Context: an optimization exercise on an open-source flow, tuned for small area. The choices shown serve that exercise and are no tape-out recipe.
Function was checked by simulation only, so behaviour that the tests miss may differ from the original.
Power and IR drop assume default switching activity.

`flow/run.sh`:
```
#!/bin/bash
# synth_recipe.tcl (not shown) runs the flow's synth.tcl, then flattens the netlist and writes it again
# the make line also repeats each setting of config.mk as NAME=value (left out here)
make -C /OpenROAD-flow-scripts/flow DESIGN_CONFIG=/design/flow/config.mk WORK_HOME=/design/flow/orfs CLKGATE_MAP_FILE= SYNTH_SCRIPT=/design/flow/synth_recipe.tcl finish
```
`flow/config.mk`:
```
export PLATFORM = sky130hd
export DESIGN_NAME = bowlingScorer
export DESIGN_NICKNAME = bowlingScorer
export VERILOG_FILES = /design/flow/design.v
export SDC_FILE = /design/flow/constraint.sdc
export NUM_CORES = 4
export LEC_CHECK = 0
export CAP_MARGIN = 20
export CORE_MARGIN = 2
export CORE_UTILIZATION = 40
export SLEW_MARGIN = 20
```
`flow/constraint.sdc`:
```
create_clock -name core_clock -period 20.0 [get_ports {button}]
set_input_delay 4.0000 -clock core_clock [delete_from_list [all_inputs] [get_ports {button}]]
set_output_delay 4.0000 -clock core_clock [all_outputs]
set_load 0.01 [all_outputs]
```
`flow/design.v`:
```
package bowlingPkg;
	localparam int NUM_FRAMES = 10;       
	localparam int PIN_COUNT  = 10;       
	localparam int MAX_ROLLS  = 21;       
	localparam int PIN_W         = 4;     
	localparam int ROLL_IDX_W    = 5;     
	localparam int FRAME_IDX_W   = 4;     
	localparam int FRAME_SCORE_W = 6;     
	localparam int TOTAL_W       = 9;     
	localparam int KIND_W = 2;
	localparam logic [KIND_W-1:0] KIND_OPEN   = 2'd0;
	localparam logic [KIND_W-1:0] KIND_SPARE  = 2'd1;   
	localparam logic [KIND_W-1:0] KIND_STRIKE = 2'd2;   
endpackage
`timescale 1ns/1ps
import bowlingPkg::*;
module frameTracker (
	input  logic                              button,           
	input  logic                              arstN,
	input  logic [PIN_W-1:0]                  pinsIn,
	input  logic [ROLL_IDX_W-1:0]             rollCount,        
	output logic                              gameOver,
	output logic [NUM_FRAMES*KIND_W-1:0]      frameKinds,       
	output logic [NUM_FRAMES*ROLL_IDX_W-1:0]  frameFirstRoll,   
	output logic                              tenthDone
);
	localparam int LAST_FRAME = NUM_FRAMES - 1;
	logic [FRAME_IDX_W-1:0] curFrame;    
	logic [1:0]             ball;        
	logic [PIN_W-1:0]       firstPins;   
	logic [PIN_W:0]         pairSum;     
	logic                   isTenth;
	logic                   isStrike;    
	assign pairSum  = {1'b0, firstPins} + {1'b0, pinsIn};
	assign isTenth  = (curFrame == FRAME_IDX_W'(LAST_FRAME));
	assign isStrike = (pinsIn == PIN_W'(PIN_COUNT));
	assign gameOver = tenthDone;
	always_ff @(posedge button or negedge arstN) begin
		if (!arstN) begin
			curFrame       <= '0;
			ball           <= 2'd0;
			firstPins      <= '0;
			frameKinds     <= '0;             
			frameFirstRoll <= '1;             
			tenthDone      <= 1'b0;
		end else if (!tenthDone) begin
			case (ball)
				2'd0: begin
					frameFirstRoll[curFrame*ROLL_IDX_W +: ROLL_IDX_W] <= rollCount;
					firstPins <= pinsIn;
					if (isStrike) begin
						frameKinds[curFrame*KIND_W +: KIND_W] <= KIND_STRIKE;
						if (isTenth)
							ball <= 2'd1;           
						else
							curFrame <= curFrame + 1'b1;   
					end else begin
						ball <= 2'd1;
					end
				end
				2'd1: begin
					if (isTenth) begin
						if (firstPins == PIN_W'(PIN_COUNT)) begin
							ball <= 2'd2;           
						end else if (pairSum == (PIN_W+1)'(PIN_COUNT)) begin
							frameKinds[curFrame*KIND_W +: KIND_W] <= KIND_SPARE;
							ball <= 2'd2;
						end else begin
							tenthDone <= 1'b1;      
						end
					end else begin
						if (pairSum == (PIN_W+1)'(PIN_COUNT))
							frameKinds[curFrame*KIND_W +: KIND_W] <= KIND_SPARE;
						else
							frameKinds[curFrame*KIND_W +: KIND_W] <= KIND_OPEN;
						curFrame <= curFrame + 1'b1;
						ball     <= 2'd0;
					end
				end
				default: begin
					tenthDone <= 1'b1;              
				end
			endcase
		end
	end
endmodule
`timescale 1ns/1ps
import bowlingPkg::*;
module rollLedger (
	input  logic                         button,
	input  logic                         arstN,
	input  logic [PIN_W-1:0]             pinsIn,
	input  logic                         gameOver,    
	output logic [ROLL_IDX_W-1:0]        rollCount,   
	output logic [MAX_ROLLS*PIN_W-1:0]   rollPins     
);
	logic acceptRoll;
	assign acceptRoll = !gameOver && (rollCount < ROLL_IDX_W'(MAX_ROLLS));
	always_ff @(posedge button or negedge arstN) begin
		if (!arstN)
			rollCount <= '0;
		else if (acceptRoll)
			rollCount <= rollCount + 1'b1;   
	end
	always_ff @(posedge button) begin
		if (arstN && acceptRoll)
			rollPins[rollCount*PIN_W +: PIN_W] <= pinsIn;
	end
endmodule
`timescale 1ns/1ps
import bowlingPkg::*;
module frameScorer (
	input  logic [NUM_FRAMES*KIND_W-1:0]      frameKinds,
	input  logic [NUM_FRAMES*ROLL_IDX_W-1:0]  frameFirstRoll,
	input  logic [ROLL_IDX_W-1:0]             rollCount,
	input  logic [MAX_ROLLS*PIN_W-1:0]        rollPins,
	input  logic                              tenthDone,
	input  logic [FRAME_IDX_W-1:0]            frameSel,
	output logic [FRAME_SCORE_W-1:0]          frameScore,   
	output logic                              frameReady,
	output logic [TOTAL_W-1:0]                gameTotal     
);
	localparam int LAST_FRAME = NUM_FRAMES - 1;
	logic [FRAME_SCORE_W-1:0] rawScore [NUM_FRAMES];   
	logic [NUM_FRAMES-1:0]    readyVec;
	function automatic logic [PIN_W-1:0] pinAt(input logic [ROLL_IDX_W:0] idx);
		pinAt = '0;
		if (idx < (ROLL_IDX_W+1)'(MAX_ROLLS))
			pinAt = rollPins[idx*PIN_W +: PIN_W];
	endfunction
	for (genvar f = 0; f < NUM_FRAMES; f++) begin : gFrame
		logic [KIND_W-1:0]     kind;
		logic [ROLL_IDX_W:0]   first;    
		logic [FRAME_SCORE_W-1:0] bonus;
		assign kind  = frameKinds[f*KIND_W +: KIND_W];
		assign first = {1'b0, frameFirstRoll[f*ROLL_IDX_W +: ROLL_IDX_W]};
		assign bonus = (kind == KIND_OPEN) ? '0 : FRAME_SCORE_W'(pinAt(first + 2'd2));
		assign rawScore[f] = FRAME_SCORE_W'(pinAt(first))
			+ FRAME_SCORE_W'(pinAt(first + 1'b1)) + bonus;
		if (f == LAST_FRAME) begin : gTenth
			assign readyVec[f] = tenthDone;   
		end else begin : gEarly
			logic [ROLL_IDX_W:0] need;      
			assign need = (kind == KIND_OPEN) ? (ROLL_IDX_W+1)'(2) : (ROLL_IDX_W+1)'(3);
			assign readyVec[f] = ((first + need) <= {1'b0, rollCount});
		end
	end
	always_comb begin
		frameReady = 1'b0;
		frameScore = '0;
		if (frameSel < FRAME_IDX_W'(NUM_FRAMES)) begin   
			frameReady = readyVec[frameSel];
			if (frameReady)
				frameScore = rawScore[frameSel];
		end
	end
	always_comb begin
		gameTotal = '0;
		for (int f = 0; f < NUM_FRAMES; f++) begin
			if (readyVec[f])
				gameTotal = gameTotal + TOTAL_W'(rawScore[f]);   
		end
	end
endmodule
`timescale 1ns/1ps
import bowlingPkg::*;
module bowlingScorer (
	input  logic                      button,       
	input  logic                      arstN,
	input  logic [PIN_W-1:0]          pinsIn,
	input  logic [FRAME_IDX_W-1:0]    frameSel,
	output logic [FRAME_SCORE_W-1:0]  frameScore,
	output logic                      frameReady,
	output logic [TOTAL_W-1:0]        gameTotal,
	output logic                      gameOver
);
	logic [NUM_FRAMES*KIND_W-1:0]      frameKinds;
	logic [NUM_FRAMES*ROLL_IDX_W-1:0]  frameFirstRoll;
	logic                              tenthDone;
	logic [ROLL_IDX_W-1:0]             rollCount;
	logic [MAX_ROLLS*PIN_W-1:0]        rollPins;
	frameTracker uTracker (
		.button         (button),
		.arstN          (arstN),
		.pinsIn         (pinsIn),
		.rollCount      (rollCount),
		.gameOver       (gameOver),
		.frameKinds     (frameKinds),
		.frameFirstRoll (frameFirstRoll),
		.tenthDone      (tenthDone)
	);
	rollLedger uLedger (
		.button    (button),
		.arstN     (arstN),
		.pinsIn    (pinsIn),
		.gameOver  (gameOver),
		.rollCount (rollCount),
		.rollPins  (rollPins)
	);
	frameScorer uScorer (
		.frameKinds     (frameKinds),
		.frameFirstRoll (frameFirstRoll),
		.rollCount      (rollCount),
		.rollPins       (rollPins),
		.tenthDone      (tenthDone),
		.frameSel       (frameSel),
		.frameScore     (frameScore),
		.frameReady     (frameReady),
		.gameTotal      (gameTotal)
	);
endmodule
```
==> impl_metrics.tcl <==
set metrics [dict create \
    syn_inst 4085 \
    place_area_um2 37400 \
    grt_pass1_wl_mm 225 \
    synth_compound_area_share_pct 17.6 \
    synth-seq-cells 170 \
    post-place-cells 4969 \
    max-vdd-ir-drop_mv 0.0629 \
    synthMuxAreaShare_pct 36.8 \
    antenna_found_initial 7 \
    path_buf_inv 3 \
    clk_pin_slew_worst_paths_ps 70 \
    fin_setup_tns_ps 0 \
    final-setup-viol-count 0 \
    ant_nets 0 \
    hold_path_class "reg2reg" \
    fp.coreArea_um2 90000 \
    cts.sinks 170 \
    grt_max_degree 85 \
    synth_common_cells "nand2_1 (440), mux4_2 (375), clkbuf_1 (341)" \
    switching_share_pct 26.3 \
    synthSimpleGateAreaFrac_pct 12.9 \
    cts_max_path_buffers 2 \
    fin_cells 5010 \
    path_class "reg2out" \
    cts_root_buffer "clkbuf_16" \
    crit_fanout 74 \
    grt.total_usage_pct 32.4 \
    place_hpwl_mm 104 \
    dieWidth_um 305 \
    fmax_mhz 54.2 \
    area_growth_syn_to_layout_pct 4.65 \
    finalPower_mw 0.730 \
    cp_top_family "adder cells" \
    drive_above_1_share_pct 20.4 \
    crit_top_cell "ha_1" \
    viasPerCell 6.97 \
    synth.area.top_cells "mux4_2 (23%), mux2i_1 (8.9%), ha_1 (8.0%)" \
    drt_iter0_markers 4583 \
    finalCritPeriodShare_pct 92.2 \
    netlist_area_um2 36300 \
    hold_buffers 0 \
    synthDistinctLibCells 86 \
    async_reset_ff_share_pct 50.6 \
    synth_adder_area_share_pct 9.64 \
    io_buffers 26 \
    synth_edf_count 84 \
    grt_pass1_vias 32384 \
    slew_headroom_pct 23.4 \
    syn-num-nets 4357 \
    cp.required_ps 16000 \
    post-place-ws_ps 2130 \
    synth_top_family_by_area "multiplexers" \
    ctsHtreeMaxLevel 4 \
    max_stage_delay_ps 1240 \
    combPwrFrac_pct 3.4 \
    crit_slowest_cell "dfstp_4" \
    yosysTopAreaCellShare_pct 23.2 \
    p_leak_nw 13.2 \
    synth_top_area_cell "mux4_2" \
    status "timing/DRC/antenna clean" \
    intPower_mw 0.538 \
    p_clk_share_pct 46.6 \
    start_util_pct 40.4 \
    cts_made_buffers 17 \
    synth_seq_area_share_pct 13.0 \
    synth_xor_area_share_pct 3.34 \
    p_switching_mw 0.192 \
    synth-main-ff-cell "edfxtp_1" \
    cts_tree "yes" \
    wl_per_cell_um 30.9 \
    clk_latency_ps 480 \
    rsz0062_at_grt "no" \
    slew_viol_final 0 \
    fin_crit_ps 18430 \
    via_count 34896 \
    critical_path_arrival_ps 14430 \
    final_hold_viol_count 0 \
    postSynthAreaPerCell_um2 8.89 \
    dieArea_um2 93300 \
    gp_congestion 1.01 \
    power_density_nw_per_um2 19.2 \
    fin_hold_ws_ps 475 \
    totalWireLength_mm 155 \
    critPathLaunchType "flop" \
    drt_pass1_iterations 6 \
    worst_pin_slew_ps 1150 \
    cp-end-kind "output port" \
    timing.final.ws_setup_ps 1570 \
    ctsResizeCount 0 \
    final_net_count 4085 \
    die_h_um 305 \
    power_frac_seq_pct 49.9 \
    route.detailed.drc 0 \
    overflow 0 \
    maxCapViolations 0 \
    fin_area_um2 38000 \
    std_cell_rows 110 \
    synth_warnings 4 \
    skew_ps 12.2 \
    fin_util_pct 42.2 \
    io_pins 27 \
    synth_most_common_cell "nand2_1" \
    cts_setup_buffers 0 \
]
==> kinds of logic (layout without fill, tap and decap cells) <==
kind of cell    Yosys count  count (layout)
simple gates           1056            1056
compound gates          982             982
mux                     849             849
buf+inv                 631             372
fa+ha+maj               262             262
flops                   170             170
xor+xnor                135             135
other cells               0               8
==> worst min-delay path, stage by stage, from the launching register on <==
cell	delay, ps
dfrtp_1	340
nand2_1	40
o21ai_0	60
==> metal layers <==
layer  track usage, %  vias to the layer above  routed length [um]
met1             41.8                    16849               57500
met5            0.362                        -                  30
li1                 -                    14863                   -
met3             11.6                      573               22800
met4             20.5                        4               11400
met2             46.0                     2607               63300
==> path summary, 6_finish.rpt <==
path                                             from  slack (ps)                         end  depth (start not counted)
min in group asynchronous                       arstN        3520        uLedger.rollCount[1]                          1
max                        uTracker.frameFirstRoll[0]        1570                gameTotal[8]                         55
max reg2reg                      uLedger.rollCount[0]       15960        uLedger.rollPins[48]                         10
min reg2reg                                      flop         480                        flop                          2
min                                              flop         480                        flop                          2
max in group asynchronous                       arstN       15240  asynchronous set/reset pin                          2
==> cell type report <==
class / instances / area [um^2]
clock inverters: 15 / 149
diodes: 8 / 20.0
inverters: 179 / 672
multi-input cells: 3284 / 29200
fillers: 8842 / 52000
flip-flops and latches: 170 / 4780
repair buffers: 161 / 1290
clock buffers: 17 / 425
well taps: 1176 / 1470
==> cell usage in the layout (no fill, tap or decap), types with 37 or more instances in the layout <==
cell,n
nand2_1,440
mux4_2,375
mux2i_1,323
nor2_1,300
a21oi_1,244
ha_1,232
o21ai_0,201
inv_1,165
mux2_2,149
buf_4,135
a211oi_1,117
xnor2_1,113
nor2b_1,96
edfxtp_1,84
a21o_1,61
nand3_1,45
a22oi_1,44
dfstp_2,38
o21a_1,37
==> power groups by stage <==
stage                     Combinational, mW  Clock [mW]  Sequential, mW
after floorplan                      0.0116           0           0.372
after global placement               0.0248           0           0.372
after detailed placement             0.0248           0           0.372
after CTS                            0.0249       0.346           0.365
after global routing                 0.0268       0.356           0.365
final                                0.0250       0.340           0.365

re-timing with driven ports:
The flow's constraints put no driver on any port. The routed layout listed below was extracted and timed again, unchanged, in two steps. Step 1, drivers: a clkbuf_16 drives button and a buf_2 each remaining input, both assumed. Step 2, shift: input delay + t, output delay - t, t = (earliest + latest rising clock arrival at the registers) / 2. This alone moves slack from input paths to output paths. a / b / c = ideal ports / drivers / drivers and shift; a / b = the first two.
t, ns: 0.545
slack for setup (ns): 1.566 / 1.499 / 2.044
hold WS [ns]: 0.475 / 0.475 / 0.475
latest minus earliest clock arrival (ns): 0.014 / 0.014
slew at the worst register clock pin (ns): 0.08 / 0.08
After both steps this run still meets setup and hold. For this run, drivers alone change the setup slack by -0.067 ns; drivers and shift together by +0.478 ns.
